Background: an optimization exercise with open tools, aiming at small area, a short achievable clock period and few clock cycles per item. Do not read the settings as production practice.
The RTL was checked by simulation tests, not by an equivalence proof against the original design.

==> flow/design.v <==
package jam_types_pkg;
	typedef logic [7-1:0] cost_t;
	typedef logic [3-1:0] job_t;
	typedef job_t [8-1:0] perm_t;
	typedef logic [10-1:0] total_t;
	typedef logic [4-1:0] out_job_t;
	typedef cost_t [8-1:0] cost_row_t;
endpackage
package jam_phase_pkg;
	typedef enum logic [1:0] {
		PH_LOAD,
		PH_SEARCH,
		PH_DRAIN,
		PH_OUTPUT
	} phase_t;
endpackage
`timescale 1ns/1ps
module jam (
	input  logic                    clk,
	input  logic                    rst_n,
	input  logic                    in_valid,
	input  jam_types_pkg::cost_t    in_cost,
	output logic                    out_valid,
	output jam_types_pkg::out_job_t out_job,
	output jam_types_pkg::total_t   out_cost
);
	localparam logic [2:0] E_WAIT = 3'd0;   
	localparam logic [2:0] E_S2   = 3'd1;   
	localparam logic [2:0] E_X    = 3'd2;   
	localparam logic [2:0] E_WALK = 3'd3;   
	localparam logic [2:0] E_TS   = 3'd4;   
	localparam logic [2:0] E_OUT  = 3'd5;   
	logic [5:0]   lcnt;
	logic         ldone;
	logic [447:0] amat;
	logic         load_en;
	assign load_en = in_valid && !ldone;
	for (genvar k = 0; k < 64; k++) begin : g_store
		always_ff @(posedge clk) begin
			if (load_en && lcnt == 6'(k)) begin
				amat[k*7 +: 7] <= in_cost;
			end
		end
	end
	logic [2:0]  est;
	logic [2:0]  ph;        
	logic        first;     
	logic [2:0]  jn;        
	logic [7:0]  D;         
	logic [9:0]  tot;       
	logic [2:0]  jc;        
	logic [6:0]  w    [8];
	logic [6:0]  z    [8];
	logic [2:0]  p    [8];
	logic [7:0]  pv;
	logic [7:0]  d    [8];
	logic [2:0]  way  [8];
	logic [7:0]  wroot;
	logic [7:0]  used;
	logic [7:0]  cand [8];
	logic [3:0]  tcnt;
	logic        v1, v2;
	logic [2:0]  tr1, tr2;
	logic [7:0]  T    [8];
	logic [7:0]  Tv;
	logic [3:0]  k;
	logic [7:0]  dU;
	logic [2:0]  cur  [8];
	logic [7:0]  st;
	logic [2:0]  ocnt;
	logic        row_ready;
	assign row_ready = ldone || (ph < lcnt[5:3]);
	logic        s1_fire;
	logic [2:0]  r1;
	logic [8:0]  K1;
	logic [7:0]  cand_n [8];
	logic [55:0] rowv;
	assign s1_fire = (est == E_WAIT && row_ready) ||
	                 (est == E_X && pv[jn]) ||
	                 (est == E_TS && !tcnt[3]);
	always_comb begin
		case (est)
			E_TS:    r1 = tcnt[2:0];
			E_X:     r1 = p[jn];
			default: r1 = ph;
		endcase
		K1 = (est == E_X) ? (9'(D) - 9'(z[jn])) : 9'd0;
		case (r1)
			3'd0: rowv = amat[  0 +: 56];
			3'd1: rowv = amat[ 56 +: 56];
			3'd2: rowv = amat[112 +: 56];
			3'd3: rowv = amat[168 +: 56];
			3'd4: rowv = amat[224 +: 56];
			3'd5: rowv = amat[280 +: 56];
			3'd6: rowv = amat[336 +: 56];
			default: rowv = amat[392 +: 56];
		endcase
	end
	for (genvar j = 0; j < 8; j++) begin : g_s1
		logic [8:0] s;
		assign s = 9'(rowv[j*7 +: 7]) + 9'(w[j]) + K1;
		assign cand_n[j] = s[8] ? 8'hFF : s[7:0];
	end
	logic        tm;
	logic [7:0]  lt;
	logic [7:0]  nd [8];
	logic [8:0]  key [8];
	logic [8:0]  kmin;
	logic [2:0]  jsel;
	assign tm = (est == E_TS);
	for (genvar j = 0; j < 8; j++) begin : g_s2
		assign lt[j]  = cand[j] < d[j];
		assign nd[j]  = (tm || first || (!used[j] && lt[j])) ? cand[j] : d[j];
		assign key[j] = {!tm && used[j], nd[j]};
	end
	always_comb begin
		logic [8:0] k01, k23, k45, k67, k03, k47;
		logic [2:0] i01, i23, i45, i67, i03, i47;
		if (key[1] < key[0]) begin k01 = key[1]; i01 = 3'd1; end else begin k01 = key[0]; i01 = 3'd0; end
		if (key[3] < key[2]) begin k23 = key[3]; i23 = 3'd3; end else begin k23 = key[2]; i23 = 3'd2; end
		if (key[5] < key[4]) begin k45 = key[5]; i45 = 3'd5; end else begin k45 = key[4]; i45 = 3'd4; end
		if (key[7] < key[6]) begin k67 = key[7]; i67 = 3'd7; end else begin k67 = key[6]; i67 = 3'd6; end
		if (k23 < k01) begin k03 = k23; i03 = i23; end else begin k03 = k01; i03 = i01; end
		if (k67 < k45) begin k47 = k67; i47 = i67; end else begin k47 = k45; i47 = i45; end
		if (k47 < k03) begin kmin = k47; jsel = i47; end else begin kmin = k03; jsel = i03; end
	end
	logic [7:0]  avail;
	logic [7:0]  ok;
	logic [7:0]  rowok;
	logic [7:0]  colok;
	logic [7:0]  colcov;
	logic [2:0]  jj;
	logic        dfs_go;
	logic [2:0]  kk;
	assign kk = k[2:0];
	assign dfs_go = (est == E_TS) && !k[3] && Tv[kk];
	always_comb begin
		logic [7:0] ab;
		logic [7:0] ar;
		ab = st[kk] ? ~((8'd2 << cur[kk]) - 8'd1) : 8'hFF;
		ar = 8'h00;
		avail = T[kk] & ~dU & ab;
		rowok  = 8'hFF;
		colcov = 8'h00;
		for (int r = 0; r < 8; r++) begin
			if (3'(r) > kk) begin
				colcov = colcov | T[r];
				if (Tv[r]) begin
					ar = T[r] & ~dU;
					for (int j = 0; j < 8; j++) begin
						if ((ar & ~(8'd1 << j)) == 8'd0) rowok[j] = 1'b0;
					end
				end
			end
		end
		colok = 8'hFF;
		if (&Tv) begin
			for (int j = 0; j < 8; j++) begin
				for (int c = 0; c < 8; c++) begin
					if (c != j && !dU[c] && !colcov[c]) colok[j] = 1'b0;
				end
			end
		end
		ok = avail & rowok & colok;
		jj = 3'd0;
		for (int j = 7; j >= 0; j--) begin
			if (ok[j]) jj = 3'(j);
		end
	end
	always_ff @(posedge clk or negedge rst_n) begin
		if (!rst_n) begin
			lcnt      <= '0;
			ldone     <= 1'b0;
			est       <= E_WAIT;
			ph        <= '0;
			first     <= 1'b0;
			tcnt      <= '0;
			v1        <= 1'b0;
			v2        <= 1'b0;
			Tv        <= '0;
			k         <= '0;
			ocnt      <= '0;
			out_valid <= 1'b0;
			out_job   <= '0;
			out_cost  <= '0;
		end else begin
			out_valid <= 1'b0;
			out_job   <= '0;
			out_cost  <= '0;
			if (load_en) begin
				lcnt <= lcnt + 6'd1;
				if (lcnt == 6'd63) ldone <= 1'b1;
			end
			case (est)
				E_WAIT: begin
					if (row_ready) begin
						first <= 1'b1;
						est   <= E_S2;
					end
				end
				E_S2: begin
					first <= 1'b0;
					est   <= E_X;
				end
				E_X: begin
					if (pv[jn]) begin
						est <= E_S2;
					end else if (ph == 3'd7) begin
						est  <= E_TS;
						tcnt <= '0;
						v1   <= 1'b0;
						v2   <= 1'b0;
						Tv   <= '0;
						k    <= '0;
					end else begin
						est <= E_WALK;
					end
				end
				E_WALK: begin
					if (wroot[jc]) begin
						ph  <= ph + 3'd1;
						est <= E_WAIT;
					end
				end
				E_TS: begin
					if (!tcnt[3]) tcnt <= tcnt + 4'd1;
					v1 <= !tcnt[3];
					v2 <= v1;
					if (v2) Tv[tr2] <= 1'b1;
					if (dfs_go) begin
						if (|ok) begin
							k <= k + 4'd1;
							if (kk == 3'd7) begin
								est       <= E_OUT;
								ocnt      <= 3'd1;
								out_valid <= 1'b1;
								out_job   <= 4'(cur[0]) + 4'd1;
								out_cost  <= tot;
							end
						end else begin
							k <= k - 4'd1;
						end
					end
				end
				default: begin
					out_valid <= 1'b1;
					out_job   <= 4'(cur[ocnt]) + 4'd1;
					out_cost  <= tot;
					ocnt      <= ocnt + 3'd1;
					if (ocnt == 3'd7) begin
						est   <= E_WAIT;
						ph    <= '0;
						ldone <= 1'b0;
					end
				end
			endcase
		end
	end
	always_ff @(posedge clk) begin
		if (s1_fire) begin
			for (int j = 0; j < 8; j++) cand[j] <= cand_n[j];
			tr1 <= tcnt[2:0];
		end
		case (est)
			E_WAIT: begin
				if (ph == 3'd0) begin
					for (int j = 0; j < 8; j++) w[j] <= '0;
					pv  <= '0;
					tot <= '0;
				end
				used <= '0;
			end
			E_S2: begin
				for (int j = 0; j < 8; j++) begin
					d[j] <= nd[j];
					if (first || (!used[j] && lt[j])) begin
						way[j]   <= jn;
						wroot[j] <= first;
					end
				end
				used[jsel] <= 1'b1;
				jn <= jsel;
				D  <= kmin[7:0];
			end
			E_X: begin
				if (!pv[jn]) begin
					for (int j = 0; j < 8; j++) begin
						if (used[j]) begin
							w[j] <= w[j] + 7'(D - d[j]);
							z[j] <= z[j] + 7'(D - d[j]);
						end
					end
					tot <= tot + 10'(D);
					jc  <= jn;
					dU  <= '0;
					st[0] <= 1'b0;
				end
			end
			E_WALK: begin
				pv[jc] <= 1'b1;
				if (wroot[jc]) begin
					p[jc] <= ph;
					z[jc] <= D[6:0];
				end else begin
					p[jc] <= p[way[jc]];
					z[jc] <= z[way[jc]];
					jc    <= way[jc];
				end
			end
			E_TS: begin
				if (v1) begin
					for (int j = 0; j < 8; j++) d[j] <= cand[j];
					D   <= kmin[7:0];
					tr2 <= tr1;
				end
				if (v2) begin
					for (int j = 0; j < 8; j++) T[tr2][j] <= (d[j] == D);
				end
				if (dfs_go) begin
					if (|ok) begin
						cur[kk] <= jj;
						st[kk]  <= 1'b1;
						dU[jj]  <= 1'b1;
						if (kk != 3'd7) st[kk + 3'd1] <= 1'b0;
					end else begin
						dU[cur[kk - 3'd1]] <= 1'b0;
					end
				end
			end
			default: ;
		endcase
	end
endmodule
==> flow/run.sh <==
#!/bin/bash
# synth_recipe.tcl (not shown) runs the flow's synth.tcl, then flattens the netlist and writes it again
# the make line also repeats each setting of config.mk as NAME=value (left out here)
make -C /OpenROAD-flow-scripts/flow DESIGN_CONFIG=/design/flow/config.mk WORK_HOME=/design/flow/orfs CLKGATE_MAP_FILE= SYNTH_SCRIPT=/design/flow/synth_recipe.tcl finish
==> flow/config.mk <==
export PLATFORM = sky130hd
export DESIGN_NAME = jam
export DESIGN_NICKNAME = jam
export VERILOG_FILES = /design/flow/design.v
export SDC_FILE = /design/flow/constraint.sdc
export NUM_CORES = 4
export LEC_CHECK = 0
export CAP_MARGIN = 20
export CORE_MARGIN = 2
export CORE_UTILIZATION = 40
export SLEW_MARGIN = 20
==> flow/constraint.sdc <==
create_clock -name core_clock -period 9.0 [get_ports {clk}]
set_input_delay 1.8000 -clock core_clock [delete_from_list [all_inputs] [get_ports {clk}]]
set_output_delay 1.8000 -clock core_clock [all_outputs]
set_load 0.01 [all_outputs]
==> results.py <==
metrics = {
    "sta": {
        "timing.slew.headroom_pct": 21.3,
        "fmax_ghz": 0.118,
        "layout_setup_ws_ns": 0.512,
        "finalCritPeriodShare_pct": 94.3,
        "clock_skew_ns": 0.0944,
        "final-max-slew-violation-count": 0,
        "final-hold-violation-count": 0,
        "setup_tns_ns": 0,
        "worst_tran_pin_value_ns": 1.18,
        "setup_viol": 0,
        "layout_min_cycle_time_ns": 8.49,
    },
    "critical_path": {
        "timing.rr.start": "d[4][1]$_DFFE_PP_",
        "cpMostUsedCell": "a21oi_1",
        "critical-path-slowest-cell": "a2111oi_1",
        "setup.worst_path.class": "reg2reg",
        "cp_data_required_time_ns": 9.44,
        "cp.depth": 43,
        "cp-end-kind": "flop",
        "kind_of_start_point_of_the_critical_path": "flop",
        "reg2reg_to": "used[4]$_SDFFCE_PN0P_",
        "worst_path_largest_cell_delay_ns": 0.48,
        "arrival_ns": 8.93,
        "timing.critical_path.fanout_max": 10,
        "critical_path.top_delay_family": "compound AO/OA/AOI/OAI gates",
        "r2r_setup_slack_ns": 0.51,
        "reg2regPathDepth": 43,
        "critical_path.n_buffers_inverters": 5,
    },
    "clock_network": {
        "cts_max_level": 3,
        "cts_root_buf": "clkbuf_16",
        "tritoncts_clock_tree": "built",
        "cts-hold-fix-buffers": 0,
        "cts-root-to-sink-buffers": 3,
        "clock_pin_slew_on_the_worst_setup_and_hold_paths_ns": 0.06,
        "worst_skew_pair.late_latency_ns": 0.78,
        "cts-buffers-inserted": 105,
        "numClockSinks": 947,
    },
    "placed_design": {
        "dp_hpwl_um": 125000,
        "place_area_um2": 58100,
        "place_congestion": 0.989,
        "setup_ws_pre_cts_ns": 0.249,
        "post-place-cells": 6641,
        "port-buffer-count": 24,
    },
    "hold_path": {
        "worst_hold_path_type": "reg2reg",
        "timing.hold.worst_endpoint": "tr2[0]$_DFFE_PP_",
        "hold_depth": 0,
        "hp-start": "tr1[0]$_DFFE_PP_",
    },
    "outcome": {
        "outcome": "finished clean",
    },
    "yosys": {
        "synthDistinctLibCells": 110,
        "asyncSetResetFlopFracSynth_pct": 5.28,
        "syn_area_per_cell_um2": 11.3,
        "synth_top_cell_area_share_pct": 48.6,
        "synth_largest_area_cell": "edfxtp_1",
        "number_of_synthesized_flops_with_an_enable_pin": 894,
        "synth.yosys.warnings": 8,
        "postSynthNetCount": 5348,
        "synth_seq_area_share_pct": 51.0,
        "netlist_instances": 4882,
        "synth_flop_cell": "edfxtp_1",
        "synth.cell_area_um2": 55200,
        "synthTopCellsByArea": "edfxtp_1, ha_1, a21oi_1",
        "synth_seq_cells": 947,
    },
    "routing": {
        "drc": 0,
        "dr_vias": 39400,
        "wl_per_cell_um": 25.2,
        "ant_nets": 0,
        "vias_per_cell": 5.75,
        "drt_pre_antenna_iters": 5,
        "initialDrtViolationCount": 3832,
        "wirelength_um": 173000,
    },
    "die": {
        "floorplan.die.height_um": 376,
        "die_w_um": 376,
        "design.portCount": 25,
        "fp-row-count": 136,
        "design.die.area_um2": 141000,
        "initial_cell_density_of_the_core_pct": 40.2,
        "core-area_um2": 137000,
    },
    "final_layout": {
        "share_of_cells_above_drive_strength_1_pct": 10.4,
        "finish.net_count": 5430,
        "final_util_pct": 45.1,
        "num_antenna_cells": 0,
        "area.growth.synth_to_final_pct": 12.2,
        "final_area_um2": 62000,
        "final_cells": 6849,
    },
    "grt": {
        "wire_length_of_the_first_global_routing_pass_um": 254000,
        "globalRouteOverflowTotal": 0,
        "grt_pass1_vias": 38100,
        "grt_max_degree": 73,
        "antenna_found_initial": 2,
        "grt_use_total_pct": 24.2,
    },
    "flow_run": {
        "maxCapViolations": 0,
    },
}
timing repair:
| item | in CTS | in global routing |
|---|---|---|
| endpoints found under the setup margin | 0 | 20 |
| resized for setup | 0 | 51 |
| buffers inserted | 0 | 10 |
| endpoints found under the hold margin | 0 | 0 |
cells in the final DEF (no fill, tap or decap), types with 21 or more instances in the layout:
cell,netlist,routed
o21a_1,43,43
nand4_1,42,42
a31oi_1,27,24
a221oi_1,46,43
mux2i_1,86,81
o21ai_1,17,23
and2_1,23,23
mux2_2,56,56
nand2b_1,88,88
o21bai_1,43,43
xnor2_1,141,141
nor2_1,387,383
nor3_1,46,37
a211oi_1,38,35
buf_4,4,141
edfxtp_1,894,894
nor4_1,23,21
a22oi_1,22,22
o21ai_0,177,168
ha_1,365,363
nand2_1,477,475
and3_1,49,49
a21oi_1,370,363
dfrtp_1,50,47
o22ai_1,35,35
nand3_1,65,65
xor2_1,80,80
a21o_1,145,145
fa_1,91,91
clkbuf_16,0,105
mux4_2,58,58
nor2b_1,50,50
inv_1,383,382
flip-flops by register name, indices dropped and copies added, names as in the netlist, 10 cells and up, named ones only:
| register | flops |
|---|---|
| T | 64 |
| d | 64 |
| cand | 64 |
| out_cost | 10 |
| way | 24 |
| amat | 448 |
| z | 56 |
| cur | 24 |
| p | 24 |
| w | 56 |
| tot | 10 |
cell usage after synthesis, drive strengths merged, types with 21 or more instances:
master  instances
ha            365
a21oi         371
inv           386
mux4           58
a31oi          27
nor4           25
xor2           80
a21o          145
a211oi         40
o21bai         43
fa             91
nand4          42
nand2         477
and2           23
nor2          389
a22oi          22
nor3           47
buf            55
a221oi         48
and3           49
nand2b         88
nor2b          51
mux2           59
dfrtp          50
o21a           43
o22ai          35
a311oi         21
mux2i          87
nand3          66
edfxtp        894
o21ai         199
xnor2         141
clkbuf        142
cell type report:
class                      count  area [um2]
inverter                     387        1450
tap                         1794        2240
timing repair buffer         172        1360
sequential                   947       28200
clock inverter                72         827
fill                       12500       75400
multi-input combinational   3351       25200
clock buffer                 126        2720
metrics by stage:
step | hold WS [ns]
global route | 0.437
floorplan | 0.400
finish | 0.417
CTS | 0.418
detailed placement | 0.405
global placement | 0.401
routing by layer:
metal	vias to the layer above	wire length, um	track usage (%)
met5	-	13	0
met4	2	7640	9.79
met3	349	11300	3.50
met2	1469	80000	38.9
met1	19500	73900	32.9
li1	18000	-	-
logic make-up after synthesis:
family,count (synthesis),share of synthesized area [%]
xor+xnor,221,3.50
mux,204,5.17
compound gates,1147,13.5
simple gates,1323,11.1
buf+inv,584,4.14
fa+ha+maj,456,11.6
flops,947,51.0
how the worst max path moves through the flow:
stage                                        start                    end  slack, ns
final                            d[4][1]$_DFFE_PP_  used[4]$_SDFFCE_PN0P_       0.51
after floorplan           cand[2][5]$_SDFFCE_PP1P_  used[4]$_SDFFCE_PN0P_       0.58
after CTS                 cand[2][5]$_SDFFCE_PP1P_  used[4]$_SDFFCE_PN0P_       0.13
after detailed placement         d[3][5]$_DFFE_PP_  used[4]$_SDFFCE_PN0P_       0.25
after global routing             d[2][5]$_DFFE_PP_  used[4]$_SDFFCE_PN0P_      -0.13
after global placement    cand[2][5]$_SDFFCE_PP1P_  used[4]$_SDFFCE_PN0P_       0.41
Testbench counts, summed over its fixed seeds: cycles 2,503, items 24.

separate check: timing with driven ports:
No port has a modelled driver above. Below, the same layout with a new extraction and two added sets of constraints. Step 1 (the two cells are an assumption about what drives the block):
set clk [get_ports {clk}]
set_driving_cell -lib_cell sky130_fd_sc_hd__clkbuf_16 $clk
set_driving_cell -lib_cell sky130_fd_sc_hd__buf_2 [delete_from_list [all_inputs] $clk]
Step 2 times the ports against the registers' clock, not the clock port: input delays grow and output delays shrink by t, the midpoint of the rising clock arrivals with the driver on. Three values: ideal ports, drivers, drivers and shift; two values: the first two.
t (ns): 0.815
setup slack, ns: 0.512 / 0.512 / 0.512
worst setup path at the end: register to register
latest minus earliest clock arrival (ns): 0.099 / 0.099
cell pins on the clock port's net: 1
After both steps setup and hold are still met in this run. The setup slack of this run moves by 0.000 ns with the drivers and by 0.000 ns with both steps.
